This is an optimization exercise on Yosys and OpenROAD, whose aim is small area, a short achievable clock period and few clock cycles per item, not a production implementation. Function was checked by simulation only, so behaviour that the tests miss may differ from the original.

==> design/flow/design.v <==
module exe_stage #(
    parameter int addrWidth = 15
) (
    input  logic                 clk,
    input  logic                 rst,
    input  logic                 flush,
    input  logic [addrWidth-1:0] pc,
    input  logic [31:0]          inst,
    input  logic [31:0]          imm,
    input  logic [31:0]          rs1_rdata,
    input  logic [31:0]          rs2_rdata,
    input  logic                 BP_taken,
    output logic [31:0]          exe_result,
    output logic                 result_valid,
    output logic                 stall_req,
    output logic                 redirect,
    output logic [addrWidth-1:0] redirect_pc
);
    localparam logic [6:0] OPC_OP     = 7'b0110011;
    localparam logic [6:0] OPC_OPIMM  = 7'b0010011;
    localparam logic [6:0] OPC_LUI    = 7'b0110111;
    localparam logic [6:0] OPC_AUIPC  = 7'b0010111;
    localparam logic [6:0] OPC_JAL    = 7'b1101111;
    localparam logic [6:0] OPC_JALR   = 7'b1100111;
    localparam logic [6:0] OPC_BRANCH = 7'b1100011;
    localparam logic [6:0] OPC_LOAD   = 7'b0000011;
    localparam logic [6:0] OPC_STORE  = 7'b0100011;
    logic [6:0] opcode;
    logic [2:0] funct3;
    assign opcode = inst[6:0];
    assign funct3 = inst[14:12];
    logic is_op, is_opimm, is_lui, is_auipc, is_jal, is_jalr, is_branch, is_mem;
    logic valid, is_m, is_mul, is_div;
    assign is_op     = (opcode == OPC_OP);
    assign is_opimm  = (opcode == OPC_OPIMM);
    assign is_lui    = (opcode == OPC_LUI);
    assign is_auipc  = (opcode == OPC_AUIPC);
    assign is_jal    = (opcode == OPC_JAL);
    assign is_jalr   = (opcode == OPC_JALR);
    assign is_branch = (opcode == OPC_BRANCH);
    assign is_mem    = (opcode == OPC_LOAD) || (opcode == OPC_STORE);
    assign valid = is_op || is_opimm || is_lui || is_auipc || is_jal || is_jalr ||
                   is_branch || is_mem;
    assign is_m   = is_op && (inst[31:25] == 7'b0000001);
    assign is_mul = is_m && !funct3[2];
    assign is_div = is_m && funct3[2];
    logic        use_rs2, alt, do_sub, cmp_uns;
    logic [31:0] op_b;
    assign use_rs2 = inst[5] && !inst[2] && (inst[4] || inst[6]);
    assign op_b    = use_rs2 ? rs2_rdata : imm;
    assign alt     = inst[30];
    assign do_sub  = inst[4] ? ((funct3[2:1] == 2'b01) || (inst[5] && funct3 == 3'b000 && inst[30]))
                             : (inst[6] && !inst[2]);
    assign cmp_uns = inst[4] ? funct3[0] : funct3[1];
    logic [32:0] sum33;
    logic        sum33_co;
    exe_add #(33) u_alu_add (
        .a({!cmp_uns & rs1_rdata[31], rs1_rdata}),
        .b({!cmp_uns & op_b[31], op_b} ^ {33{do_sub}}),
        .ci(do_sub), .s(sum33), .co(sum33_co));
    logic lt;
    assign lt = sum33[32];
    logic [31:0] xor_r;
    assign xor_r = rs1_rdata ^ op_b;
    logic [31:0] b_abs;
    logic [4:0]  dlz;
    logic [32:0] dvs;         
    logic [3:0]  cnt;
    logic        st_idle, st_align, st_iter, st_out;
    logic [4:0]  shamt;
    logic        sh_left;
    logic [31:0] sh_in, sh_out, sh_res;
    logic [32:0] sh_full;
    logic [31:0] sh_src;
    assign shamt   = st_align ? {cnt, 1'b0} : op_b[4:0];
    assign sh_left = !funct3[2] || st_align;
    assign sh_src  = st_align ? dvs[32:1] : rs1_rdata;
    always_comb begin
        for (int i = 0; i < 32; i++) sh_in[i] = sh_left ? sh_src[31-i] : sh_src[i];
    end
    assign sh_full = $signed({alt & rs1_rdata[31], sh_in}) >>> shamt;
    assign sh_out  = sh_full[31:0];
    always_comb begin
        for (int i = 0; i < 32; i++) sh_res[i] = sh_left ? sh_out[31-i] : sh_out[i];
    end
    logic                 eq, cmp_taken, actual_taken;
    logic [addrWidth-1:0] pc_plus4, pc_imm, target;
    logic                 pc_imm_c;
    assign eq = (xor_r == 32'd0);
    always_comb begin
        case (funct3)
            3'b000:  cmp_taken = eq;
            3'b001:  cmp_taken = !eq;
            3'b100:  cmp_taken = lt;
            3'b101:  cmp_taken = !lt;
            3'b110:  cmp_taken = lt;
            3'b111:  cmp_taken = !lt;
            default: cmp_taken = 1'b0;
        endcase
    end
    assign actual_taken   = is_jal || is_jalr || (is_branch && cmp_taken);
    assign pc_plus4       = pc + addrWidth'(4);
    assign {pc_imm_c, pc_imm} = {1'b0, pc} + {1'b0, imm[addrWidth-1:0]};
    assign target         = is_jalr ? {sum33[addrWidth-1:1], 1'b0} : pc_imm;
    logic [31:0] auipc_r;
    assign auipc_r = {imm[31:addrWidth] + {{(31 - addrWidth){1'b0}}, pc_imm_c}, pc_imm};
    typedef enum logic [1:0] {S_IDLE, S_ALIGN, S_ITER, S_OUT} md_state_t;
    md_state_t state;
    logic [63:0] acc;
    logic [2:0]  p;
    logic        md_div;      
    assign st_idle  = (state == S_IDLE);
    assign st_align = (state == S_ALIGN);
    assign st_iter  = (state == S_ITER);
    assign st_out   = (state == S_OUT);
    logic        a_sgn, b_sgn;
    logic [32:0] ma;
    logic [36:0] bx;          
    assign a_sgn = (funct3[1:0] != 2'b11);
    assign b_sgn = !funct3[1];
    assign ma    = {a_sgn & rs1_rdata[31], rs1_rdata};
    assign bx    = {{4{b_sgn & rs2_rdata[31]}}, rs2_rdata, 1'b0};
    logic [8:0] pair_nz, pair_top;
    logic [3:0] mul_start;
    logic [4:0] pbits_first, pbits_cnt, pbits;
    always_comb begin
        for (int m = 0; m < 9; m++)
            pair_nz[m] = !((bx[4*m +: 5] == 5'b00000) || (bx[4*m +: 5] == 5'b11111));
        pair_top[8] = pair_nz[8];
        for (int m = 7; m >= 0; m--)
            pair_top[m] = pair_nz[m] && !(|(pair_nz >> (m + 1)));
        mul_start   = 4'd0;
        pbits_first = 5'd0;
        pbits_cnt   = 5'd0;
        for (int m = 0; m < 9; m++) begin
            if (pair_top[m]) mul_start = 4'(m);
            pbits_first = pbits_first | ({5{pair_top[m]}} & bx[4*m +: 5]);
            if (cnt == 4'(m)) pbits_cnt = bx[4*m +: 5];
        end
    end
    logic div_it;             
    assign div_it = st_iter && md_div;
    assign pbits  = div_it ? 5'd0 : st_iter ? pbits_cnt : pbits_first;
    function automatic logic [37:0] booth_pp(input logic [32:0] a, input logic [2:0] b);
        logic one, two, neg;
        logic [37:0] mag;
        one = b[1] ^ b[0];
        two = (b[2] & !b[1] & !b[0]) | (!b[2] & b[1] & b[0]);
        neg = b[2] & !(b[1] & b[0]);
        mag = one ? {{5{a[32]}}, a} : two ? {{4{a[32]}}, a, 1'b0} : 38'd0;
        booth_pp = mag ^ {38{neg}};
    endfunction
    logic [34:0] a2, b2, s2;
    logic        co2;
    assign a2 = {1'b0, acc[63:30]};
    assign b2 = md_div ? ~{dvs, 2'b00} : {{24{p[2]}}, p, 8'd0};
    exe_add #(35) u_add2 (.a(a2), .b(b2), .ci(md_div), .s(s2), .co(co2));
    logic        ge1, ge2;
    logic [31:0] r1, r2, q_next;
    assign ge1 = co2;
    assign r1  = ge1 ? s2[33:2] : acc[63:32];
    logic        neg0, neg1;
    logic [37:0] lm, x1, x2, x3, cs_s, cs_c, pp0, pp1;
    logic [39:0] tsum;
    logic [2:0]  delta;
    assign lm    = st_iter ? acc[37:0] : 38'd0;
    assign neg0  = pbits[2] & !(pbits[1] & pbits[0]);
    assign neg1  = pbits[4] & !(pbits[3] & pbits[2]);
    assign pp0   = booth_pp(ma, pbits[2:0]);
    assign pp1   = booth_pp(ma, pbits[4:2]);
    assign x1    = div_it ? {2'b0, r1, 4'd0} : {lm[33:0], 1'b0, neg1, 1'b0, neg0};
    assign x2    = div_it ? ~{2'b0, dvs[32:1], 4'd0} : pp0;
    assign x3    = {pp1[35:0], 2'b00};
    assign cs_s  = x1 ^ x2 ^ x3;
    assign cs_c  = (x1 & x2) | (x1 & x3) | (x2 & x3);
    exe_add #(39) u_add1 (.a({1'b0, cs_s}), .b({cs_c, 1'b0}), .ci(div_it),
                          .s(tsum[38:0]), .co(tsum[39]));
    assign delta = {1'b0, tsum[39:38]} - {2'b00, x2[37]} - {2'b00, x3[37]};
    assign ge2    = (r1 >= dvs[32:1]);
    assign r2     = ge2 ? tsum[35:4] : r1;
    assign q_next = {acc[29:0], ge1, ge2};
    logic        div_sgn, sA, sB, b_zero;
    logic [31:0] a_abs;
    logic [5:0]  lzA, lzB;
    assign div_sgn = !funct3[0];
    assign sA      = div_sgn & rs1_rdata[31];
    assign sB      = div_sgn & rs2_rdata[31];
    logic a_co, b_co;
    exe_add #(32) u_absa (.a(rs1_rdata ^ {32{sA}}), .b(32'd0), .ci(sA), .s(a_abs), .co(a_co));
    exe_add #(32) u_absb (.a(rs2_rdata ^ {32{sB}}), .b(32'd0), .ci(sB), .s(b_abs), .co(b_co));
    assign b_zero  = (rs2_rdata == 32'd0);
    function automatic logic [5:0] clz32(input logic [31:0] v);
        clz32 = 6'd32;
        for (int i = 0; i < 32; i++)
            if (v[i]) clz32 = 6'(31 - i);
    endfunction
    assign lzA = clz32(a_abs);
    assign lzB = clz32(b_abs);
    assign dlz = (lzA > lzB) ? 5'd0 : 5'(lzB - lzA);
    logic [31:0] a_oc, b_oc, a_smear;
    logic        q0_lt, q0_lt2, q0_fast;
    assign a_oc = rs1_rdata ^ {32{sA}};
    assign b_oc = rs2_rdata ^ {32{sB}};
    always_comb begin
        a_smear[31] = a_oc[31];
        for (int i = 30; i >= 0; i--) a_smear[i] = a_smear[i+1] | a_oc[i];
    end
    assign q0_lt   = |(b_oc & ~a_smear);
    assign q0_lt2  = |(b_oc & ~{a_smear[30:0], 1'b1});
    assign q0_fast = (q0_lt && !(sA && !sB)) || q0_lt2;
    logic        negR, negQ, neg_o;
    logic [31:0] md_result;
    assign negQ  = sA ^ sB;
    assign negR  = sA;
    assign neg_o = funct3[1] ? negR : negQ;
    assign md_result = md_div ? (neg_o ? s2[34:3] : dvs[32:1])
                              : ((funct3[1:0] == 2'b00) ? acc[31:0] : {s2[33:8], acc[37:32]});
    logic md_go, md_now;
    assign md_go  = is_m && !flush;
    assign md_now = is_div && (b_zero || q0_fast);
    always_ff @(posedge clk or posedge rst) begin
        if (rst) begin
            state <= S_IDLE;
        end else if (flush) begin
            state <= S_IDLE;
        end else begin
            case (state)
                S_IDLE:  if (md_go && !md_now)
                             state <= is_div ? ((dlz[4:1] == 4'd0) ? S_ITER : S_ALIGN)
                                             : (mul_start == 4'd0) ? S_OUT : S_ITER;
                S_ALIGN: state <= S_ITER;
                S_ITER:  if (cnt == 4'd0) state <= S_OUT;
                default: state <= S_IDLE;
            endcase
        end
    end
    always_ff @(posedge clk) begin
        md_div <= is_div;
        p      <= delta;
        if (st_iter) begin
            cnt <= cnt - 4'd1;
            if (md_div) begin
                if (cnt == 4'd0) begin
                    acc <= {32'd0, q_next};
                    dvs <= {funct3[1] ? r2 : q_next, 1'b0};
                end else begin
                    acc <= {r2, q_next};
                    dvs <= {2'b0, dvs[32:2]};
                end
            end else begin
                acc <= {s2[29:8], acc[37:34], tsum[37:0]};
                dvs <= {sh_res, 1'b0};
            end
        end else begin
            cnt <= is_div ? dlz[4:1] : mul_start - 4'd1;
            acc <= is_div ? {a_abs, 32'd0} : {26'd0, tsum[37:0]};
            dvs <= {st_align ? sh_res : b_abs, 1'b0};
        end
    end
    logic is_alu, sel_sum, sel_sll, sel_slt, sel_xor, sel_srl, sel_or, sel_and;
    logic sel_pc4, sel_now, sel_md;
    assign is_alu  = (is_op && !is_m) || is_opimm;
    assign sel_sum = (is_alu && funct3 == 3'b000) || is_mem;
    assign sel_sll = is_alu && funct3 == 3'b001;
    assign sel_slt = is_alu && funct3[2:1] == 2'b01;
    assign sel_xor = is_alu && funct3 == 3'b100;
    assign sel_srl = is_alu && funct3 == 3'b101;
    assign sel_or  = is_alu && funct3 == 3'b110;
    assign sel_and = is_alu && funct3 == 3'b111;
    assign sel_pc4 = is_jal || is_jalr;
    assign sel_now = is_m && md_now;
    assign sel_md  = is_m && st_out;
    assign exe_result = ({32{sel_sum}} & sum33[31:0])
                      | ({32{sel_sll}} & sh_res)
                      | ({32{sel_slt}} & {31'd0, lt})
                      | ({32{sel_xor}} & xor_r)
                      | ({32{sel_srl}} & sh_res)
                      | ({32{sel_or}}  & (rs1_rdata | op_b))
                      | ({32{sel_and}} & (rs1_rdata & op_b))
                      | ({32{is_lui}}  & imm)
                      | ({32{is_auipc}} & auipc_r)
                      | ({32{sel_pc4}} & {{(32 - addrWidth){1'b0}}, pc_plus4})
                      | ({32{sel_now}} & (funct3[1] ? rs1_rdata : {32{b_zero}}))
                      | ({32{sel_md}}  & md_result);
    always_comb begin
        result_valid = 1'b0;
        stall_req    = 1'b0;
        redirect     = 1'b0;
        redirect_pc  = actual_taken ? target : pc_plus4;
        if (valid && !flush) begin
            if (is_m) begin
                if (md_now) begin
                    result_valid = 1'b1;
                    redirect     = is_mul && BP_taken;
                end else if (state == S_OUT) begin
                    result_valid = 1'b1;
                    redirect     = is_mul && BP_taken;
                end else begin
                    stall_req = 1'b1;
                end
            end else begin
                result_valid = 1'b1;
                redirect     = (actual_taken != BP_taken) || is_jalr;
            end
        end
    end
endmodule
module exe_add #(
    parameter int W = 32
) (
    input  logic [W-1:0] a,
    input  logic [W-1:0] b,
    input  logic         ci,
    output logic [W-1:0] s,
    output logic         co
);
    logic [W-1:0] g, p, c;
    always_comb begin
        logic [W-1:0] gg, pp;
        g  = a & b;
        p  = a ^ b;
        gg = g;
        pp = p;
        gg[0] = g[0] | (p[0] & ci);
        for (int d = 1; d < W; d = d * 2)
            for (int i = 2 * d - 1; i < W; i += 2 * d) begin
                gg[i] = gg[i] | (pp[i] & gg[i-d]);
                pp[i] = pp[i] & pp[i-d];
            end
        for (int d = 64; d >= 1; d = d / 2)
            for (int i = 3 * d - 1; i < W; i += 2 * d) begin
                gg[i] = gg[i] | (pp[i] & gg[i-d]);
                pp[i] = pp[i] & pp[i-d];
            end
        c[0] = ci;
        for (int i = 1; i < W; i++) c[i] = gg[i-1];
        co = gg[W-1];
    end
    assign s = p ^ c;
endmodule
==> design/flow/flow/run.sh <==
#!/bin/bash
# The standard layout (the standard.sh, unchanged synthesis and steps),
# with the port buffers made of sky130_fd_sc_hd__buf_2 cells instead of the
# default delay buffers. make's full output goes to flow_make.log here; each
# ORFS step keeps its own log under orfs/logs.
set -euo pipefail
bash standard.sh "BUFFER_PORTS_ARGS=-buffer_cell sky130_fd_sc_hd__buf_2" finish > flow_make.log 2>&1
==> design/flow/standard.sh <==
#!/bin/bash
# synth_recipe.tcl (not shown) runs the flow's synth.tcl, then flattens the netlist and writes it again
# the make line also repeats each setting of config.mk as NAME=value (left out here)
make -C /OpenROAD-flow-scripts/flow DESIGN_CONFIG=/design/flow/config.mk WORK_HOME=/design/flow/orfs CLKGATE_MAP_FILE= SYNTH_SCRIPT=/design/flow/synth_recipe.tcl "${@:-finish}"
==> design/flow/config.mk <==
export PLATFORM = sky130hd
export DESIGN_NAME = exe_stage
export DESIGN_NICKNAME = exe_stage
export VERILOG_FILES = /design/flow/design.v
export SDC_FILE = /design/flow/constraint.sdc
export NUM_CORES = 4
export LEC_CHECK = 0
export ABC_AREA = 1
export CAP_MARGIN = 20
export CORE_MARGIN = 2
export CORE_UTILIZATION = 40
export SETUP_SLACK_MARGIN = 0.6
export SLEW_MARGIN = 20
==> design/flow/constraint.sdc <==
create_clock -name core_clock -period 15.0 [get_ports {clk}]
set_input_delay 3.0000 -clock core_clock [delete_from_list [all_inputs] [get_ports {clk}]]
set_output_delay 3.0000 -clock core_clock [all_outputs]
set_load 0.01 [all_outputs]
==> out/metrics.cfg, run 1 <==
[outcome]
status = timing/DRC/antenna clean

[min_path]
hold_depth = 2
hold_end = acc[9]
min_from = acc[7]
hold_path_class = flip-flop to flip-flop

[sta]
final_max_slew_viol_count = 0
setup_viol = 0
hold_viol_final = 0
period_needed_ns = 12.58
fin_hold_ws_ns = 0.511
fin_skew_ns = 0.0333
tightestPinTransition_ns = 1.29
grt_setup_unrepaired = no
timing.slew.headroom = 0.133
finalCritPeriodShare = 0.839
setup-tns-final_ns = 0
clock.fmax_mhz = 79.5
worst_slack_ns = 2.42

[route]
drt-wirelength-per-cell_um = 30.4
vias = 33888
drc_errors = 0
postRouteAntennaNets = 0
firstDrtPassIters = 8
dr.first_iter.drc_count = 4426
vias_per_cell = 6.23
drt_wl_total_um = 165000

[job]
maxCapViolCount = 0

[logic_synthesis]
synth_edf_count = 0
synth-seq-cells = 107
synth_top_cells_by_area = nand2_1 16%, ha_1 13%, o21ai_0 10%
syn-cell-area_mm2 = 0.0273
synth_cells = 4556
yosysMostFrequentCell = nand2_1
synth.largest_area_cell = nand2_1
ys.flop_type = dfxtp_1
yosysTopAreaCellShare = 0.157
syn_nets = 5064
ys_seq_area_frac = 0.0788
async_reset_ff_frac = 0.0187
ys_types = 76
synth_commonest_cells = 1145 x nand2_1, 566 x o21ai_0, 563 x inv_1, 274 x ha_1, 265 x nor2_1
synth_warnings = 5
syn_avg_cell_area_um2 = 6.00

[setup_path]
r2r_slack_ns = 3.29
crit_required_ns = 12.00
reg2reg_depth = 52
cpPeakStageDelay_ns = 0.57
startpoint_type = input pin
crit_family = compound AO/OA/AOI/OAI gates
path_buf_inv = 6
cp_max_fo = 29
timing.rr.start = md_div
crit_type = input pin to primary output
arrival_ns = 9.58
cp_slowest_cell = a2111oi_0
cp_common_cell = nor2_1
critPathCaptureType = primary output
worstReg2RegEnd = dvs[28]

[clock_tree]
cts_root_buf = clkbuf_16
cts_tree = done
h-tree-depth = 3
ctsLongestPathBuffers = 2
post-cts-setup-buffers = 0
clkTransAtPathRegs_ns = 0.12
worstSkewPairLatency_ns = 0.43
post_cts_resize_count = 0
ctsHoldBuffers = 0
cts.sinks = 107
numCtsBuffers = 9

[global_route]
overflow = 0
grt_usage = 0.458
antenna_found_initial = 13
grt_pass1_wl_um = 229000
grt_max_degree = 67
grt_pass1_vias = 31155

[floorplan]
std_cell_rows = 95
initial_core_util = 0.405
dieArea_mm2 = 0.0704
fp.coreArea_mm2 = 0.0674
die_h_um = 265
die_w_um = 265
boundaryPins = 197

[placed_design]
dp_slack_ns = 2.33
dp_hpwl_um = 133000
portBuffers = 181
gp_congestion = 1.06
dp.cells = 5424

[layout]
fin_cells = 5443
area_growth_pct = 6.86
drive_above_1_share = 0.0819
nets = 5070

## cell type report
class	count	area [um^2]
inverter	580	2180
fill	7526	38200
sequential	107	2150
antenna	3	7.51
timing repair buffer	247	1400
tap	873	1090
clock inverter	7	93.8
multi-input combinational	3617	22100
clock buffer	9	225
## metrics by stage
stage           util  instance area (um^2)
5_1_grt        0.433                 29200
4_1_cts        0.433                 29200
3_3_place_gp   0.428                 28900
3_5_place_dp   0.428                 28900
2_1_floorplan      -                 27300
6_report       0.433                 29200
## worst max path at each step
stage	startpoint	to	slack, ns	cells after the start
floorplan	inst[12]	exe_result[31]	4.64	33
global placement	inst[13]	dvs[28]	2.49	43
detailed placement	inst[13]	dvs[26]	2.33	43
CTS	inst[13]	exe_result[29]	2.73	26
global route	inst[13]	dvs[28]	1.91	43
finish	inst[13]	exe_result[29]	2.42	26
## per-layer routing
| metal | routed length (um) | part of all wire | GRT usage |
|---|---|---|---|
| met5 | 53 | 0.00032 | 0 |
| met4 | 12100 | 0.073 | 0.289 |
| met3 | 21200 | 0.13 | 0.143 |
| met2 | 66800 | 0.40 | 0.661 |
| met1 | 65300 | 0.39 | 0.588 |
## registers in the layout, indices dropped and copies added, names as in the netlist
name	cells
acc	64
cnt	4
dvs	33
md_div	1
p	3
state	2
## cells by family after synthesis
group / Yosys count / share of synthesized area
fa+ha+maj: 361 / 0.189
compound gates: 1230 / 0.271
mux: 8 / 0.00293
flops: 107 / 0.0788
simple gates: 1839 / 0.282
buf+inv: 832 / 0.118
xor+xnor: 179 / 0.0576
## worst register-to-register path, delay by kind of cell (launching register included)
| kind | cells | cell delay (ns) |
|---|---|---|
| flip-flops | 1 | 0.32 |
| AO/OA/AOI/OAI | 18 | 5.10 |
| AND/OR/NAND/NOR | 17 | 2.01 |
| buffers and inverters | 11 | 1.94 |
| adder cells (fa/ha/maj) | 5 | 2.09 |
| XOR/XNOR | 1 | 0.16 |
## layout by cell type (no fill, tap or decap), types with 20 or more instances in the layout
master / synthesis / routed
xor2_1: 144 / 144
nor2_1: 265 / 256
buf_2: 24 / 181
o21ai_0: 566 / 564
xnor2_1: 34 / 34
dfxtp_1: 105 / 104
inv_1: 563 / 562
buf_4: 14 / 66
o2111ai_1: 25 / 25
nand2_1: 1145 / 1143
a21oi_1: 238 / 237
or2_2: 23 / 23
o22ai_1: 38 / 38
o21ai_1: 23 / 21
nor4_1: 20 / 20
o221ai_1: 64 / 64
o211ai_1: 74 / 74
nor3_1: 45 / 45
fa_1: 87 / 87
a31oi_1: 28 / 28
nand4_1: 40 / 40
a22oi_1: 40 / 40
nand3_1: 259 / 257
ha_1: 274 / 271
Testbench counts, summed over its fixed seeds: cycles 34,532, insts 24,000.
==> run 2, diff against run 1 <==
--- a/design/flow/design.v
+++ b/design/flow/design.v
@@ -177,5 +177,5 @@
                           .s(tsum[38:0]), .co(tsum[39]));
     assign delta = {1'b0, tsum[39:38]} - {2'b00, x2[37]} - {2'b00, x3[37]};
-    assign ge2    = (r1 >= dvs[32:1]);
+    assign ge2    = tsum[38];
     assign r2     = ge2 ? tsum[35:4] : r1;
     assign q_next = {acc[29:0], ge1, ge2};
--- a/design/flow/config.mk
+++ b/design/flow/config.mk
@@ -10,4 +10,4 @@
 export CORE_MARGIN = 2
 export CORE_UTILIZATION = 40
-export SETUP_SLACK_MARGIN = 0.6
+export SETUP_SLACK_MARGIN = 2.5
 export SLEW_MARGIN = 20
==> run 2 against run 1 <==
Still clean. Clock skew down 0.020 ns. Core utilization decreased by 0.31 points. Design area is 1.4% lower. Count of clock-buffer cells in the layout rose by 1. Sequential share of layout area rose by 0.11 points. Synthesized cell count decreased by 0.92%. Worst hold slack lost 0.037 ns. Critical path depth is 6 higher. Die area shrank 1.5%. Highest routed layer unchanged.
==> out/metrics.cfg, run 2 <==
[outcome]
status = timing/DRC/antenna clean

[layout]
final_common_cell = nand2_1
reg_top3 = acc x64, dvs x33, cnt x4
finish.utilization = 0.430
largest_reg_flops = 64
nets = 5003
mostFrequentLayoutCells = 1187 x nand2_1, 580 x o21ai_0, 551 x inv_1, 273 x nor2_1, 239 x ha_1
regMostFlops = acc
design_area_mm2 = 0.0288
drive_above_1_share = 0.0850
fin_cells = 5408
fill_cells = 7454
area_growth_pct = 7.00

[placed_design]
portBuffers = 181
place_area_mm2 = 0.0284
dp.cells = 5381
dp_hpwl_um = 120000
dp_slack_ns = 2.23
gp_congestion = 1.12

[global_route]
grt_pass1_vias = 30411
grt_max_degree = 86
antenna_found_initial = 13
grt_usage = 0.421
grt_pass1_wl_um = 212000
overflow = 0

[sta]
finalCritPeriodShare = 0.820
setup-tns-final_ns = 0
worst_slack_ns = 2.70
period_needed_ns = 12.30
hold_viol_final = 0
final_max_slew_viol_count = 0
grt_setup_unrepaired = yes
tightestPinTransition_ns = 1.37
fin_skew_ns = 0.0131
fin_hold_ws_ns = 0.473
setup_viol = 0
clock.fmax_mhz = 81.3
timing.slew.headroom = 0.0765

[logic_synthesis]
synth_top_cells_by_area = nand2_1 17%, ha_1 11%, o21ai_0 11%
synth-seq-cells = 107
syn_nets = 4990
ys_types = 78
synth_warnings = 5
synth_cells = 4514
async_reset_ff_frac = 0.0187
synth_edf_count = 0
yosysTopAreaCellShare = 0.166
yosysMostFrequentCell = nand2_1
synth.largest_area_cell = nand2_1
synth_commonest_cells = 1188 x nand2_1, 586 x o21ai_0, 552 x inv_1, 282 x nor2_1, 242 x ha_1
syn-cell-area_mm2 = 0.0269
syn_avg_cell_area_um2 = 5.96
ys.flop_type = dfxtp_1
ys_seq_area_frac = 0.0800

[floorplan]
die_h_um = 263
boundaryPins = 197
fp.coreArea_mm2 = 0.0669
dieArea_mm2 = 0.0693
std_cell_rows = 95
die_w_um = 263
initial_core_util = 0.402

[setup_path]
critPathCaptureType = primary output
cp_max_fo = 6
cp_slowest_cell = a2111oi_0
startpoint_type = input pin
crit_required_ns = 12.00
reg2reg_depth = 48
cpPeakStageDelay_ns = 0.95
arrival_ns = 9.30
cp_common_cell = a21oi_1
crit_type = input pin to primary output

[clock_tree]
cts.sinks = 107
ctsLongestPathBuffers = 2
clkTransAtPathRegs_ns = 0.10
worstSkewPairLatency_ns = 0.41
h-tree-depth = 3
cts_root_buf = clkbuf_16
cts_tree = done
numCtsBuffers = 9

[route]
drt-wirelength-per-cell_um = 27.9
postRouteAntennaNets = 0
dr.first_iter.drc_count = 4658
drt_wl_total_um = 151000
firstDrtPassIters = 9
vias_per_cell = 6.21
drc_errors = 0
vias = 33569

[min_path]
hold_depth = 2
hold_path_class = flip-flop to flip-flop

[job]
maxCapViolCount = 0

run 2: cell types whose count changed after synthesis, moves of 10 or more:
cell | previous run | this run
nand2_1 | 1145 | 1188
ha_1 | 274 | 242
xor2_2 | 1 | 14
buf_1 | 29 | 15
or2_2 | 23 | 13
o221ai_1 | 64 | 48
nand3_1 | 259 | 217
o21ai_0 | 566 | 586
inv_2 | 7 | 17
inv_1 | 563 | 552
nor2_1 | 265 | 282
a21oi_1 | 238 | 207
buf_2 | 24 | 37
run 2: logic make-up after synthesis:
family	count (synthesis)	share of synthesized area
AO/OA/AOI/OAI	1205	0.267
XOR/XNOR	188	0.0651
adder cells (fa/ha/maj)	329	0.177
buffers and inverters	822	0.120
multiplexers	3	0.00112
AND/OR/NAND/NOR	1860	0.289
flip-flops	107	0.0800
run 2: critical path, delay by kind of cell:
kind	cells	cell delay, ns
compound gates	12	3.32
simple gates	11	1.44
fa+ha+maj	3	0.83
buf+inv	6	0.70
run 2: repair_timing:
item                                    CTS  global route
pin swaps                                 1             1
setup buffers                             3             4
cloned                                    0             1
gates resized for setup                   0            12
endpoints found under the setup margin    1            34
hold buffers                              0             0
run 2: layer usage:
metal	vias up	global-route usage	routed length (um)
li1	15143	-	-
met1	15645	0.553	59700
met2	2257	0.608	60400
met3	514	0.101	18300
met4	10	0.286	12500
met5	-	0	74
run 2: final timing paths:
check	start	to	slack, ns
worst max-delay path	pc[2]	exe_result[25]	2.70
worst min-delay path	acc[1]	acc[3]	0.47
worst max register to register	md_div	dvs[1]	4.02
worst min register to register	acc[1]	acc[3]	0.47
max in group asynchronous	rst	state[0]	12.46
min in group asynchronous	rst	state[1]	2.43
run 2: layout make-up:
class                      count  area (um^2)  area share
inverter                     577         2170      0.0755
timing repair inverter         1         5.00    0.000174
sequential                   107         2150      0.0748
tap                          873         1090      0.0379
clock buffer                  10          229     0.00795
antenna                        3         7.51    0.000261
clock inverter                 6         58.8     0.00204
timing repair buffer         246         1440      0.0501
multi-input combinational   3585        21600       0.751
Testbench counts of run 2, summed over its fixed seeds: cycles 34,532, insts 24,000.
==> run 3, diff against run 2 <==
--- a/design/flow/design.v
+++ b/design/flow/design.v
@@ -55,8 +55,6 @@
     logic [32:0] sum33;
     logic        sum33_co;
-    exe_add #(33) u_alu_add (
-        .a({!cmp_uns & rs1_rdata[31], rs1_rdata}),
-        .b({!cmp_uns & op_b[31], op_b} ^ {33{do_sub}}),
-        .ci(do_sub), .s(sum33), .co(sum33_co));
+    assign {sum33_co, sum33} = {1'b0, !cmp_uns & rs1_rdata[31], rs1_rdata} +
+                               {1'b0, {!cmp_uns & op_b[31], op_b} ^ {33{do_sub}}} + {33'd0, do_sub};
     logic lt;
     assign lt = sum33[32];
@@ -104,5 +102,7 @@
     assign target         = is_jalr ? {sum33[addrWidth-1:1], 1'b0} : pc_imm;
     logic [31:0] auipc_r;
-    assign auipc_r = {imm[31:addrWidth] + {{(31 - addrWidth){1'b0}}, pc_imm_c}, pc_imm};
+    logic [31-addrWidth:0] imm_hi_inc;
+    assign imm_hi_inc = imm[31:addrWidth] + 1'b1;
+    assign auipc_r = {pc_imm_c ? imm_hi_inc : imm[31:addrWidth], pc_imm};
     typedef enum logic [1:0] {S_IDLE, S_ALIGN, S_ITER, S_OUT} md_state_t;
     md_state_t state;
==> run 3 against run 2 <==
Critical endpoint is now dvs[18]. Still clean on timing, DRC and antenna. Synthesized cell count is 5.6% higher. Highest routed layer unchanged. Non-clock buffer count grew 3. Largest cell class unchanged. Maximum frequency grew 3.8%. Global-route usage grew 0.61 points.
==> out/metrics.cfg, run 3 <==
[outcome]
status = timing/DRC/antenna clean

[placed_design]
gp_congestion = 1.10
dp_hpwl_um = 124000
portBuffers = 181

[route]
drt-wirelength-per-cell_um = 27.6
postRouteAntennaNets = 0
drt_wl_total_um = 156000
vias_per_cell = 6.20
firstDrtPassIters = 9
dr.first_iter.drc_count = 5736
vias = 35137
drc_errors = 0

[sta]
setup-tns-final_ns = 0
final_max_slew_viol_count = 0
finalCritPeriodShare = 0.790
fin_skew_ns = 0.0263
grt_setup_unrepaired = no
timing.slew.headroom = 0.188
clock.fmax_mhz = 84.4
period_needed_ns = 11.85
hold_viol_final = 0
tightestPinTransition_ns = 1.21
fin_hold_ws_ns = 0.542
setup_viol = 0

[setup_path]
crit_type = input pin to flip-flop
cpPeakStageDelay_ns = 0.50
arrival_ns = 12.14
path_buf_inv = 8
path_depth = 44
critPathCaptureType = flip-flop
cp_common_cell = nand2_1
reg2reg_depth = 48
startpoint_type = input pin
crit_family = simple AND/OR/NAND/NOR gates
crit_required_ns = 15.29
cp_slowest_cell = fa_1
cp_max_fo = 47

[global_route]
antenna_found_initial = 7
grt_usage = 0.427
grt_pass1_vias = 31100
grt_pass1_wl_um = 220000
overflow = 0
grt_max_degree = 85

[clock_tree]
h-tree-depth = 3
ctsLongestPathBuffers = 2
ctsHoldBuffers = 0
clkTransAtPathRegs_ns = 0.10
numCtsBuffers = 9
post-cts-setup-buffers = 0
cts_root_buf = clkbuf_16
worstSkewPairLatency_ns = 0.43
cts.sinks = 107
cts_tree = done

[floorplan]
fp.coreArea_mm2 = 0.0683
boundaryPins = 197
std_cell_rows = 96
dieArea_mm2 = 0.0709
initial_core_util = 0.402
die_h_um = 266
die_w_um = 266

[layout]
reg_top3 = acc x64, dvs x33, cnt x4
fill_cells = 7659
drive_above_1_share = 0.0774
area_growth_pct = 6.54
largest_reg_flops = 64
final_common_cell = nand2_1
mostFrequentLayoutCells = 1329 x nand2_1, 538 x inv_1, 492 x o21ai_0, 397 x nand3_1, 293 x nor2_1
nets = 5238
regMostFlops = acc

[logic_synthesis]
synth-seq-cells = 107
synth.largest_area_cell = nand2_1
synth_warnings = 4
yosysMostFrequentCell = nand2_1
ys_types = 70
ys_seq_area_frac = 0.0782
async_reset_ff_frac = 0.0187
syn-cell-area_mm2 = 0.0275
yosysTopAreaCellShare = 0.182
syn_nets = 5228
syn_avg_cell_area_um2 = 5.77
synth_edf_count = 0
ys.flop_type = dfxtp_1
synth_commonest_cells = 1333 x nand2_1, 539 x inv_1, 492 x o21ai_0, 399 x nand3_1, 299 x nor2_1
synth_top_cells_by_area = nand2_1 18%, ha_1 11%, o21ai_0 9.0%
synth_cells = 4767

[job]
maxCapViolCount = 0

[min_path]
hold_depth = 2
hold_path_class = flip-flop to flip-flop

## run 3: changes by cell type after synthesis, sizes merged, moves of 20 or more
cell,change
a21oi,+36
nand2,+155
nand3,+179
nor2,+20
o21ai,-82
o221ai,-22
## run 3: worst paths after layout
path / slack [ns] / start / endpoint
setup / recovery: 3.15 / rs2_rdata[31] / dvs[18]
hold / removal: 0.54 / acc[9] / acc[11]
setup reg to reg: 4.19 / md_div / dvs[18]
hold reg to reg: 0.54 / acc[9] / acc[11]
max in group asynchronous: 12.50 / rst / state[0]
min in group asynchronous: 2.39 / rst / state[1]
## run 3: logic make-up (layout without fill, tap and decap cells)
logic type / after synthesis / after routing / synth area share
and+or+nand+nor: 2210 / 2210 / 0.339
adders and majority gates: 314 / 314 / 0.163
xor gates and xnor gates: 182 / 182 / 0.0603
AOI/OAI and AO/OA: 1140 / 1140 / 0.243
muxes: 4 / 4 / 0.00146
buffers and inverters: 810 / 824 / 0.116
DFF: 107 / 107 / 0.0782
other: 0 / 3 / 0
## run 3: area by class of cell
| type | instances | area, um^2 | share of cell area |
|---|---|---|---|
| multi-input cells | 3850 | 22200 | 0.759 |
| clock inverters | 6 | 50.0 | 0.00171 |
| flip-flops and latches | 107 | 2150 | 0.0735 |
| well taps | 882 | 1100 | 0.0377 |
| repair buffers | 249 | 1420 | 0.0485 |
| inverters | 560 | 2110 | 0.0720 |
| clock buffers | 9 | 225 | 0.00769 |
| diodes | 3 | 7.51 | 0.000256 |
## run 3: timing repair
item	4_1_cts	5_1_grt
endpoints found under the setup margin	0	13
gates resized for setup	0	5
hold endpoints to repair	0	0
## run 3: routing by layer
| metal | GRT usage | vias to the layer above | part of all wire |
|---|---|---|---|
| met1 | 0.555 | 16121 | 0.39 |
| met4 | 0.290 | 10 | 0.083 |
| met2 | 0.592 | 2533 | 0.39 |
| met5 | 0 | - | 0.00040 |
| met3 | 0.143 | 488 | 0.14 |
| li1 | - | 15985 | - |
## run 3: through the flow
stage,cell area (um^2),util,setup slack (ns),cells
finish,29300,0.429,3.15,5666
global route,29300,0.429,2.51,5663
CTS,29300,0.428,2.97,5663
detailed placement,29000,0.424,2.58,5648
global placement,29000,0.424,2.70,5648
floorplan,27500,-,5.15,4767
## run 3: worst min-delay path: stages, from the launching register on
cell     delay [ns]
dfxtp_1        0.34
inv_1          0.08
o22ai_1        0.08
Testbench counts of run 3, summed over its fixed seeds: cycles 34,532, insts 24,000.
==> run 4, diff against run 3 <==
--- a/design/flow/config.mk
+++ b/design/flow/config.mk
@@ -10,4 +10,4 @@
 export CORE_MARGIN = 2
 export CORE_UTILIZATION = 40
-export SETUP_SLACK_MARGIN = 2.5
+export SETUP_SLACK_MARGIN = 3.5
 export SLEW_MARGIN = 20
==> run 4 against run 3 <==
Worst setup slack gained 0.56 ns. Core utilization grew 0.18 points. Largest cell class unchanged. Sequential cell count is the same. Critical path depth shrank 19.
==> out/metrics.cfg, run 4 <==
[outcome]
status = timing/DRC/antenna clean

[logic_synthesis]
ys_types = 70
ys.flop_type = dfxtp_1
synth_edf_count = 0
syn-cell-area_mm2 = 0.0275
yosysMostFrequentCell = nand2_1
synth-seq-cells = 107
yosysTopAreaCellShare = 0.182
synth.largest_area_cell = nand2_1
ys_seq_area_frac = 0.0782
async_reset_ff_frac = 0.0187
syn_nets = 5228
synth_cells = 4767
synth_warnings = 4
syn_avg_cell_area_um2 = 5.77
synth_commonest_cells = 1333 x nand2_1, 539 x inv_1, 492 x o21ai_0, 399 x nand3_1, 299 x nor2_1
synth_top_cells_by_area = nand2_1 18%, ha_1 11%, o21ai_0 9.0%

[global_route]
grt_pass1_vias = 31113
grt_max_degree = 85
grt_usage = 0.427
use_met3 = 0.138
overflow = 0
grt_pass1_wl_um = 219000
antenna_found_initial = 7
met1_usage = 0.557
grt_use_met2 = 0.591
top_usage_layer = met2

[layout]
area_growth_pct = 6.98
largest_reg_flops = 64
fill_cells = 7658
nets = 5240
reg_top3 = acc x64, dvs x33, cnt x4
regMostFlops = acc
final_common_cell = nand2_1
drive_above_1_share = 0.0797
mostFrequentLayoutCells = 1329 x nand2_1, 536 x inv_1, 487 x o21ai_0, 397 x nand3_1, 292 x nor2_1
multi_input_area_mm2 = 0.0223
regArea_mm2 = 0.00215
design_area_mm2 = 0.0294

[sta]
timing.slew.headroom = 0.258
hold_viol_final = 0
finalCritPeriodShare = 0.753
setup_viol = 0
final_max_slew_viol_count = 0
fin_hold_ws_ns = 0.538
fin_skew_ns = 0.0228
tightestPinTransition_ns = 1.11
setup-tns-final_ns = 0
period_needed_ns = 11.29
grt_setup_unrepaired = yes
clock.fmax_mhz = 88.6

[floorplan]
boundaryPins = 197
fp.coreArea_mm2 = 0.0683
die_h_um = 266
dieArea_mm2 = 0.0709
initial_core_util = 0.402
die_w_um = 266
std_cell_rows = 96

[route]
postRouteAntennaNets = 0
dr.first_iter.drc_count = 5606
vias_per_cell = 6.22
drt-wirelength-per-cell_um = 27.6
firstDrtPassIters = 7
drt_wl_total_um = 157000
vias = 35246
drc_errors = 0

[placed_design]
portBuffers = 181
gp_congestion = 1.10
dp_hpwl_um = 124000
place_area_mm2 = 0.0290

[setup_path]
crit_required_ns = 12.00
arrival_ns = 8.29
critPathCaptureType = primary output
startpoint_type = input pin
crit_start = inst[12]
crit_type = input pin to primary output
timing.rr.start = md_div
cp_max_fo = 34

[clock_tree]
ctsLongestPathBuffers = 2
cts_tree = done
cts_root_buf = clkbuf_16
worstSkewPairLatency_ns = 0.43
ctsHoldBuffers = 0
numCtsBuffers = 9
h-tree-depth = 3
clkTransAtPathRegs_ns = 0.09
cts.sinks = 107

[job]
maxCapViolCount = 0

[min_path]
min_from = acc[9]
hold_path_class = flip-flop to flip-flop

==> run 4: cell counts after synthesis <==
Identical to the previous run, type by type.
==> run 4: logic make-up (layout without fill, tap and decap cells) <==
logic type | after synthesis | after routing | synth area share
XOR/XNOR | 182 | 182 | 0.0603
other | 0 | 1 | 0
buffers and inverters | 810 | 826 | 0.116
multiplexers | 4 | 4 | 0.00146
AND/OR/NAND/NOR | 2210 | 2210 | 0.339
AO/OA/AOI/OAI | 1140 | 1140 | 0.243
flip-flops | 107 | 107 | 0.0782
adder cells (fa/ha/maj) | 314 | 314 | 0.163
==> run 4: timing repair <==
item                                   in CTS  in global routing
buffers inserted                            0                  2
resized for setup                           9                 27
setup endpoints to repair                  36                 65
endpoints found under the hold margin       0                  0
==> run 4: metal layers <==
layer  share of wire  up-vias
met3            0.14      451
li1                -    15998
met5         0.00042        -
met2            0.39     2598
met1            0.39    16189
met4           0.081       10
==> run 4: final cells by class <==
| type | count | share of cell area |
|---|---|---|
| Multi-Input combinational cell | 3850 | 0.758 |
| Timing Repair Buffer | 251 | 0.0500 |
| Tap cell | 882 | 0.0375 |
| Inverter | 560 | 0.0721 |
| Clock inverter | 6 | 0.00170 |
| Sequential cell | 107 | 0.0732 |
| Antenna cell | 1 | 0.0000850 |
| Clock buffer | 9 | 0.00765 |
==> run 4: worst paths after layout <==
| check | end | slack, ns | depth (start not counted) |
|---|---|---|---|
| worst max-delay path | redirect_pc[3] | 3.71 | 25 |
| worst min-delay path | acc[11] | 0.54 | 2 |
| worst min register to register | acc[11] | 0.54 | 2 |
| worst max register to register | dvs[18] | 4.65 | 48 |
| min in group asynchronous | state[1] | 2.40 | 2 |
| max in group asynchronous | state[0] | 12.49 | 2 |
==> run 4: metrics by stage <==
step                      setup slack (ns)   util  cells
final                                 3.71  0.431   5666
after floorplan                       5.15      -   4767
after CTS                             3.53  0.429   5663
after global placement                2.70  0.424   5648
after detailed placement              2.58  0.424   5648
after global routing                  3.46  0.430   5665
==> run 4: critical path, stage by stage <==
cell        delay, ns
buf_2            0.33
inv_8            0.17
nand2_1          0.13
buf_6            0.34
nor2_1           0.18
nand3_1          0.12
nand2_1          0.08
nand2_4          0.24
buf_4            0.36
xor2_1           0.26
ha_1             0.33
a21oi_1          0.28
o21ai_0          0.22
a221oi_2         0.44
nand2_1          0.08
nand3b_1         0.21
nand3b_1         0.11
nand2_1          0.06
nand2_1          0.08
nand2_1          0.12
nand2_1          0.08
buf_4            0.26
clkinvlp_4       0.28
o21ai_0          0.28
buf_2            0.21
==> run 5, diff against run 4 <==
--- a/design/flow/config.mk
+++ b/design/flow/config.mk
@@ -10,4 +10,4 @@
 export CORE_MARGIN = 2
 export CORE_UTILIZATION = 40
-export SETUP_SLACK_MARGIN = 3.5
+export SETUP_SLACK_MARGIN = 5.0
 export SLEW_MARGIN = 20
==> run 5 against run 4 <==
Still clean on timing, DRC and antenna. Via count up 2.0%. Clock skew up 0.0035 ns. Global-route usage up 0.53 points. Synthesized cell count unchanged. Die area unchanged. Non-clock buffer count up 53. Core utilization up 2.0 points. Highest routed layer unchanged.
==> out/metrics.cfg, run 5 <==
[setup_path]
r2r_slack_ns = 5.56
crit_required_ns = 12.00
worstReg2RegEnd = dvs[13]
startpoint_type = input pin
timing.rr.start = md_div
critPathCaptureType = primary output
arrival_ns = 7.07
crit_type = input pin to primary output
cp_max_fo = 54
reg2reg_depth = 47

[layout]
largest_reg_flops = 64
mostFrequentLayoutCells = 1309 x nand2_1, 530 x inv_1, 452 x o21ai_0, 389 x nand3_1, 279 x nor2_1
regMostFlops = acc
area_growth_pct = 12.0
fin_cells = 5724
final_common_cell = nand2_1
nets = 5297
design_area_mm2 = 0.0308
drive_above_1_share = 0.112
reg_top3 = acc x64, dvs x33, cnt x4

[placed_design]
gp_congestion = 1.10
dp_hpwl_um = 124000
place_area_mm2 = 0.0290
portBuffers = 181
dp.cells = 5648
dp_slack_ns = 2.58

[global_route]
grt_pass1_vias = 31282
grt_pass1_wl_um = 222000
grt_max_degree = 85
overflow = 0
antenna_found_initial = 6
grt_usage = 0.432

[sta]
setup_viol = 0
finalCritPeriodShare = 0.671
clock.fmax_mhz = 99.3
timing.slew.headroom = 0.227
grt_setup_unrepaired = yes
setup-tns-final_ns = 0
final_max_slew_viol_count = 0
period_needed_ns = 10.07
worst_slack_ns = 4.93
tightestPinTransition_ns = 1.16
hold_viol_final = 0
fin_hold_ws_ns = 0.544
fin_skew_ns = 0.0263

[logic_synthesis]
synth_cells = 4767
synth_warnings = 4
syn_nets = 5228
synthAdderAreaFrac = 0.163
synth_top_family_by_area = simple AND/OR/NAND/NOR gates
syn-cell-area_mm2 = 0.0275
ys_seq_area_frac = 0.0782
synth.largest_area_cell = nand2_1
synth_edf_count = 0
async_reset_ff_frac = 0.0187
synth_xor_xnor_area_share = 0.0603
yosysMostFrequentCell = nand2_1
synth-compound-area-share = 0.243
syn_avg_cell_area_um2 = 5.77
yosysTopAreaCellShare = 0.182
synth-simple-area-share = 0.339
synth_commonest_cells = 1333 x nand2_1, 539 x inv_1, 492 x o21ai_0, 399 x nand3_1, 299 x nor2_1
ys.flop_type = dfxtp_1
synth-seq-cells = 107
synthMuxAreaShare = 0.00146
synth_top_cells_by_area = nand2_1 18%, ha_1 11%, o21ai_0 9.0%
ys_types = 70

[clock_tree]
clkTransAtPathRegs_ns = 0.09
cts.sinks = 107
numCtsBuffers = 9
cts_tree = done
cts_root_buf = clkbuf_16
ctsHoldBuffers = 0
h-tree-depth = 3
worstSkewPairLatency_ns = 0.43
ctsLongestPathBuffers = 2

[min_path]
hold_path_class = flip-flop to flip-flop
hold_end = acc[4]
min_from = acc[2]
hold_depth = 2

[floorplan]
die_h_um = 266
boundaryPins = 197
die_w_um = 266
dieArea_mm2 = 0.0709
std_cell_rows = 96
fp.coreArea_mm2 = 0.0683
initial_core_util = 0.402

[outcome]
status = timing/DRC/antenna clean

[route]
firstDrtPassIters = 9
dr.first_iter.drc_count = 5840
vias = 35936
drt-wirelength-per-cell_um = 28.3
drt_wl_total_um = 162000
vias_per_cell = 6.28
drc_errors = 0
postRouteAntennaNets = 0

[job]
maxCapViolCount = 0

## run 5: worst max-delay path, stage by stage
cell      delay, ns
buf_2          0.11
buf_8          0.18
nand2_1        0.12
buf_6          0.40
inv_1          0.10
buf_6          0.25
o21ai_1        0.49
inv_1          0.07
o21ai_0        0.30
o21ai_0        0.19
o21ai_0        0.30
o211ai_1       0.19
nand3_1        0.12
nand2_1        0.28
o21ai_0        0.50
nor2_1         0.09
nand3_1        0.13
buf_2          0.16
## run 5: final cells by class
class	instances	area [um^2]
tap	882	1100
inverter	560	2160
timing repair buffer	304	2200
clock buffer	9	225
multi-input combinational	3854	22900
fill	7497	37500
antenna	2	5.00
sequential	107	2150
clock inverter	6	50.0
## run 5: worst max-delay path by stage
| stage | end | slack [ns] | from |
|---|---|---|---|
| 2_1_floorplan | p[1] | 5.15 | rs2_rdata[31] |
| 4_1_cts | redirect_pc[1] | 4.98 | inst[13] |
| 3_5_place_dp | dvs[22] | 2.58 | rs2_rdata[31] |
| 5_1_grt | dvs[4] | 4.82 | rs2_rdata[9] |
| 6_report | exe_result[31] | 4.93 | inst[14] |
| 3_3_place_gp | dvs[22] | 2.70 | rs2_rdata[31] |
## run 5: metrics by stage
step	utilization
finish	0.451
CTS	0.437
detailed placement	0.424
global route	0.451
floorplan	-
global placement	0.424
## run 5: kinds of logic after synthesis
kind of cell | count (synthesis)
AND/OR/NAND/NOR | 2210
AO/OA/AOI/OAI | 1140
buffers and inverters | 810
adder cells (fa/ha/maj) | 314
XOR/XNOR | 182
flip-flops | 107
multiplexers | 4
## run 5: repair_timing
action,in CTS,in global routing
gates resized for setup,109,142
gates cloned,2,10
setup buffers,17,30
pin swaps,6,33
endpoints found under the setup margin,122,116
endpoints found under the hold margin,0,0
## run 5: metal layers
metal  GRT usage  wire, um  vias to the layer above
met1       0.563     61200                    16489
met3       0.138     23500                      589
met5           0        63                        -
met2       0.597     62300                     2733
met4       0.302     15000                       10
li1            -         -                    16115
==> run 6, diff against run 5 <==
--- a/design/flow/config.mk
+++ b/design/flow/config.mk
@@ -10,4 +10,4 @@
 export CORE_MARGIN = 2
 export CORE_UTILIZATION = 40
-export SETUP_SLACK_MARGIN = 5.0
+export SETUP_SLACK_MARGIN = 4.25
 export SLEW_MARGIN = 20
==> run 6 against run 5 <==
Still clean. Maximum frequency down 5.6%. Global-route usage down 0.48 points. Clock skew fell by 0.0030 ns. Sequential cell count stayed put. Register-to-register slack worse by 0.48 ns. Largest cell class unchanged.
==> out/metrics.cfg, run 6 <==
[clock_tree]
cts_tree = done
clkTransAtPathRegs_ns = 0.09
numCtsBuffers = 9
h-tree-depth = 3
cts_root_buf = clkbuf_16
worstSkewPairLatency_ns = 0.43
ctsHoldBuffers = 0
cts.sinks = 107
ctsLongestPathBuffers = 2

[placed_design]
dp.cells = 5648
gp_congestion = 1.10
portBuffers = 181
dp_hpwl_um = 124000

[floorplan]
dieArea_mm2 = 0.0709
boundaryPins = 197
die_w_um = 266
die_h_um = 266
initial_core_util = 0.402
fp.coreArea_mm2 = 0.0683
std_cell_rows = 96

[logic_synthesis]
async_reset_ff_frac = 0.0187
synth_top_cells_by_area = nand2_1 18%, ha_1 11%, o21ai_0 9.0%
synth.largest_area_cell = nand2_1
yosysMostFrequentCell = nand2_1
ys_seq_area_frac = 0.0782
syn_avg_cell_area_um2 = 5.77
synth_edf_count = 0
synth_warnings = 4
yosysTopAreaCellShare = 0.182
syn-cell-area_mm2 = 0.0275
synth_cells = 4767
ys_types = 70
synth-seq-cells = 107
ys.flop_type = dfxtp_1
synth_commonest_cells = 1333 x nand2_1, 539 x inv_1, 492 x o21ai_0, 399 x nand3_1, 299 x nor2_1
syn_nets = 5228

[setup_path]
cpPeakStageDelay_ns = 0.35
crit_family = buffers and inverters
path_depth = 26
startpoint_type = input pin
path_buf_inv = 8
cp_max_fo = 22
reg2reg_depth = 47
arrival_ns = 7.67
cp_common_cell = nand2_1
critPathCaptureType = primary output
crit_type = input pin to primary output
crit_required_ns = 12.00
cp_slowest_cell = ha_1

[sta]
setup_viol = 0
fin_hold_ws_ns = 0.543
hold_viol_final = 0
setup-tns-final_ns = 0
finalCritPeriodShare = 0.711
grt_setup_unrepaired = yes
clock.fmax_mhz = 93.7
period_needed_ns = 10.67
fin_skew_ns = 0.0234
final_max_slew_viol_count = 0
timing.slew.headroom = 0.140
tightestPinTransition_ns = 1.29

[global_route]
grt_usage = 0.427
grt_pass1_wl_um = 220000
overflow = 0
grt_pass1_vias = 31216
grt_max_degree = 85
antenna_found_initial = 6

[min_path]
hold_path_class = flip-flop to flip-flop
hold_depth = 2

[route]
drt_wl_total_um = 157000
drt-wirelength-per-cell_um = 27.7
vias_per_cell = 6.23
drc_errors = 0
firstDrtPassIters = 9
vias = 35402
postRouteAntennaNets = 0
dr.first_iter.drc_count = 5654

[layout]
final_common_cell = nand2_1
nets = 5249
finish.utilization = 0.435
regMostFlops = acc
mostFrequentLayoutCells = 1325 x nand2_1, 535 x inv_1, 481 x o21ai_0, 395 x nand3_1, 289 x nor2_1
reg_top3 = acc x64, dvs x33, cnt x4
area_growth_pct = 8.00
fin_cells = 5678
largest_reg_flops = 64
drive_above_1_share = 0.0856

[job]
maxCapViolCount = 0

[outcome]
status = timing/DRC/antenna clean

[run 6: path summary, 6_finish.rpt]
kind / startpoint / end / slack, ns
worst max-delay path: inst[12] / redirect_pc[3] / 4.33
worst min-delay path: acc[9] / acc[11] / 0.54
worst max register to register: md_div / dvs[15] / 5.08
worst min register to register: acc[9] / acc[11] / 0.54
max in group asynchronous: rst / state[0] / 12.49
min in group asynchronous: rst / state[1] / 2.40
[run 6: routing by layer]
layer	global-route usage	up-vias	share of wire
li1	-	16020	-
met4	0.300	6	0.085
met1	0.556	16242	0.39
met2	0.587	2628	0.39
met3	0.141	506	0.14
met5	0	-	0.00023
[run 6: layout make-up]
cell class	instances	area, um^2
Fill cell	7627	38600
Multi-Input combinational cell	3851	22400
Sequential cell	107	2150
Inverter	560	2130
Timing Repair Buffer	259	1600
Tap cell	882	1100
Clock buffer	9	225
Clock inverter	6	50.0
Antenna cell	4	10.0
[run 6: logic make-up after synthesis]
| kind of cell | after synthesis | share of synthesized area |
|---|---|---|
| muxes | 4 | 0.00146 |
| buffers and inverters | 810 | 0.116 |
| DFF | 107 | 0.0782 |
| and+or+nand+nor | 2210 | 0.339 |
| AOI/OAI and AO/OA | 1140 | 0.243 |
| adders and majority gates | 314 | 0.163 |
| xor gates and xnor gates | 182 | 0.0603 |
[run 6: metrics by stage]
| step | cell area, um^2 | worst slack (ns) |
|---|---|---|
| after detailed placement | 29000 | 2.58 |
| after global routing | 29700 | 4.14 |
| after CTS | 29400 | 4.26 |
| after floorplan | 27500 | 5.15 |
| final | 29700 | 4.33 |
| after global placement | 29000 | 2.70 |
[run 6: timing repair]
| action | CTS | global route |
|---|---|---|
| endpoints found under the setup margin | 87 | 87 |
| cloned | 0 | 3 |
| endpoints found under the hold margin | 0 | 0 |
| setup buffers | 2 | 6 |
| pin swaps | 1 | 2 |
| gates resized for setup | 38 | 41 |
[run 6: worst reg2reg max path: cells and delay by family (launching register included)]
| family | cells | cell delay [ns] |
|---|---|---|
| AND/OR/NAND/NOR | 19 | 2.10 |
| flip-flops | 1 | 0.35 |
| adder cells (fa/ha/maj) | 5 | 1.50 |
| AO/OA/AOI/OAI | 16 | 4.22 |
| buffers and inverters | 7 | 1.65 |
==> run 7, diff against run 6 <==
--- a/design/flow/config.mk
+++ b/design/flow/config.mk
@@ -9,5 +9,5 @@
 export CAP_MARGIN = 20
 export CORE_MARGIN = 2
-export CORE_UTILIZATION = 40
-export SETUP_SLACK_MARGIN = 4.25
+export CORE_UTILIZATION = 45
+export SETUP_SLACK_MARGIN = 5.0
 export SLEW_MARGIN = 20
==> run 7 against run 6 <==
Critical path type unchanged. Worst hold slack got worse by 0.035 ns. Still clean on timing, DRC and antenna. Sequential share of layout area fell by 0.22 points. Maximum frequency grew 7.7%. Largest cell class unchanged. Core utilization up 7.3 points.
==> out/metrics.cfg, run 7 <==
[placed_design]
dp.cells = 5539
place_area_mm2 = 0.0288
gp_congestion = 1.09
dp_hpwl_um = 125000
dp_slack_ns = 2.14
portBuffers = 181

[floorplan]
std_cell_rows = 90
boundaryPins = 197
dieArea_mm2 = 0.0631
die_w_um = 251
fp.coreArea_mm2 = 0.0604
die_h_um = 251
initial_core_util = 0.456

[layout]
fill_cells = 6643
regArea_mm2 = 0.00215
fin_cells = 5617
design_area_mm2 = 0.0306
largest_reg_flops = 64
area_growth_pct = 11.4
mostFrequentLayoutCells = 1309 x nand2_1, 526 x inv_1, 454 x o21ai_0, 391 x nand3_1, 280 x nor2_1
nets = 5289
finish.utilization = 0.508
reg_top3 = acc x64, dvs x33, cnt x4
regMostFlops = acc
multi_input_area_mm2 = 0.0228
drive_above_1_share = 0.108
final_common_cell = nand2_1

[setup_path]
cpPeakStageDelay_ns = 0.51
worstReg2RegEnd = dvs[18]
cp_max_fo = 8
crit_type = input pin to primary output
path_buf_inv = 5
worstPathCellList = buf_2 > inv_1 > nand2_1 > o21ai_0 > o21ai_0 > inv_1 > o21ai_0 > inv_1 > o21ai_1 > nand2_1 > o21ai_0 > o211ai_1 > nand3_1 > nand2_1 > o21ai_2 > nor2_1 > nand3_1 > buf_2
cp_slowest_cell = o21ai_0
crit_required_ns = 12.00
crit_start = rs1_rdata[20]
crit_family = compound AO/OA/AOI/OAI gates
reg2reg_depth = 49
critPathCaptureType = primary output
arrival_ns = 6.91
cp_common_cell = o21ai_0
timing.rr.start = md_div
startpoint_type = input pin
r2r_slack_ns = 5.64

[logic_synthesis]
synthMuxAreaShare = 0.00146
syn_avg_cell_area_um2 = 5.77
synth_top_cells_by_area = nand2_1 18%, ha_1 11%, o21ai_0 9.0%
ys_types = 70
synth_commonest_cells = 1333 x nand2_1, 539 x inv_1, 492 x o21ai_0, 399 x nand3_1, 299 x nor2_1
synth_cells = 4767
syn_nets = 5228
synth.largest_area_cell = nand2_1
yosysTopAreaCellShare = 0.182
synth-compound-area-share = 0.243
synth_warnings = 4
ys_seq_area_frac = 0.0782
synth-seq-cells = 107
ys.flop_type = dfxtp_1
synthAdderAreaFrac = 0.163
syn-cell-area_mm2 = 0.0275
synth_edf_count = 0
synth_top_family_by_area = simple AND/OR/NAND/NOR gates
yosysMostFrequentCell = nand2_1
synth_xor_xnor_area_share = 0.0603
synth-simple-area-share = 0.339
async_reset_ff_frac = 0.0187

[route]
vias = 36039
vias_per_cell = 6.42
drc_errors = 0
firstDrtPassIters = 8
dr.first_iter.drc_count = 6001
drt-wirelength-per-cell_um = 29.1
postRouteAntennaNets = 0
drt_wl_total_um = 163000

[clock_tree]
numCtsBuffers = 9
cts_tree = done
clkTransAtPathRegs_ns = 0.08
ctsLongestPathBuffers = 2
worstSkewPairLatency_ns = 0.41
h-tree-depth = 3
ctsHoldBuffers = 0
cts_root_buf = clkbuf_16
cts.sinks = 107

[global_route]
grt_usage = 0.491
antenna_found_initial = 7
grt_pass1_vias = 31707
grt_pass1_wl_um = 225000
overflow = 0
grt_max_degree = 84

[sta]
setup_viol = 0
hold_viol_final = 0
period_needed_ns = 9.91
worst_slack_ns = 5.09
finalCritPeriodShare = 0.660
setup-tns-final_ns = 0
timing.slew.headroom = 0.138
fin_skew_ns = 0.0225
tightestPinTransition_ns = 1.29
final_max_slew_viol_count = 0
grt_setup_unrepaired = yes
fin_hold_ws_ns = 0.508
clock.fmax_mhz = 101

[outcome]
status = timing/DRC/antenna clean

[min_path]
hold_path_class = flip-flop to flip-flop
min_from = acc[0]
hold_end = acc[2]
hold_depth = 2

[job]
maxCapViolCount = 0

run 7: cell types whose count changed in the layout (fill, tap and decap cells not counted), moves of 7 or more:
cell       before   now
o21ai_2         5    20
o21ai_1        51    59
nor2_1        289   280
nor2_2         16    23
a21oi_2         4    12
o21ai_0       481   454
clkbuf_16      11    18
nand2_1      1325  1309
nand2_2        16    28
a21oi_1       237   229
buf_12          4    16
buf_4          69    88
inv_1         535   526
run 7: metal layers:
layer	share of wire	routed length (um)	GRT usage	vias to the layer above
li1	-	-	-	16104
met1	0.38	62100	0.649	16629
met2	0.39	64400	0.704	2727
met3	0.14	22200	0.114	577
met4	0.090	14700	0.337	2
met5	0.00017	27	0.00309	-
run 7: logic make-up (layout without fill, tap and decap cells):
| group | Yosys count | after routing |
|---|---|---|
| flip-flops | 107 | 107 |
| AND/OR/NAND/NOR | 2210 | 2213 |
| multiplexers | 4 | 4 |
| buffers and inverters | 810 | 872 |
| XOR/XNOR | 182 | 182 |
| other | 0 | 3 |
| AO/OA/AOI/OAI | 1140 | 1140 |
| adder cells (fa/ha/maj) | 314 | 314 |
run 7: worst max path at each step:
stage	end	slack, ns	depth (start not counted)
after floorplan	p[1]	5.15	46
after global placement	dvs[18]	2.25	48
after detailed placement	dvs[18]	2.14	48
after CTS	dvs[18]	4.96	48
after global routing	dvs[18]	4.85	45
final	exe_result[31]	5.09	18
run 7: timing repair:
item | CTS | global route
pin swaps | 10 | 21
hold endpoints to repair | 0 | 0
buffers inserted | 18 | 26
gates resized for setup | 114 | 105
cloned | 5 | 11
endpoints found under the setup margin | 124 | 112
run 7: worst min-delay path: stages (launching register included):
cell	delay [ns]
dfxtp_1	0.35
nand2_1	0.07
nand2_1	0.05
run 7: area by class of cell:
class,instances,share of cell area
multi-input cells,3853,0.743
flip-flops and latches,107,0.0703
clock inverters,6,0.00184
repair buffers,297,0.0748
inverters,560,0.0701
clock buffers,9,0.00735
diodes,3,0.000245
well taps,782,0.0319

==> port drivers added, routing unchanged <==
Ports are ideal in the flow. The routed layouts listed here were re-timed in OpenROAD. Step 1 assumes that a clkbuf_16 drives the clock port and a buf_2 every other input. Step 2 also shifts input and output timing later by t, the mid clock arrival at the registers, as if the neighbouring blocks saw the same clock. Three values: no drivers, after step 1, after step 2; two values: the first two.
| run | shift t [ns] | setup WS [ns] | hold slack, ns | worst slew at a driven data input, ns | pins driven straight from the clock port |
|---|---|---|---|---|---|
| run 1 | 0.474 | 2.419 / 2.384 / 2.000 | 0.511 / 0.511 / 0.511 | 0.10 | 1 |
| run 2 | 0.459 | 2.699 / 2.676 / 2.501 | 0.473 / 0.473 / 0.473 | 0.05 | 1 |
| run 3 | 0.485 | 3.149 / 3.172 / 2.709 | 0.542 / 0.542 / 0.542 | 0.06 | 1 |
| run 4 | 0.478 | 3.709 / 3.686 / 3.481 | 0.538 / 0.538 / 0.538 | 0.06 | 1 |
| run 5 | 0.491 | 4.934 / 4.915 / 4.716 | 0.544 / 0.544 / 0.544 | 0.06 | 1 |
| run 6 | 0.483 | 4.331 / 4.306 / 4.011 | 0.543 / 0.543 / 0.543 | 0.05 | 1 |
| run 7 | 0.450 | 5.093 / 5.049 / 4.722 | 0.508 / 0.508 / 0.508 | 0.11 | 1 |
After both steps setup and hold are still met in every run listed. For run 3, which loses most, drivers alone change the setup slack by +0.023 ns; drivers and shift together by -0.440 ns.
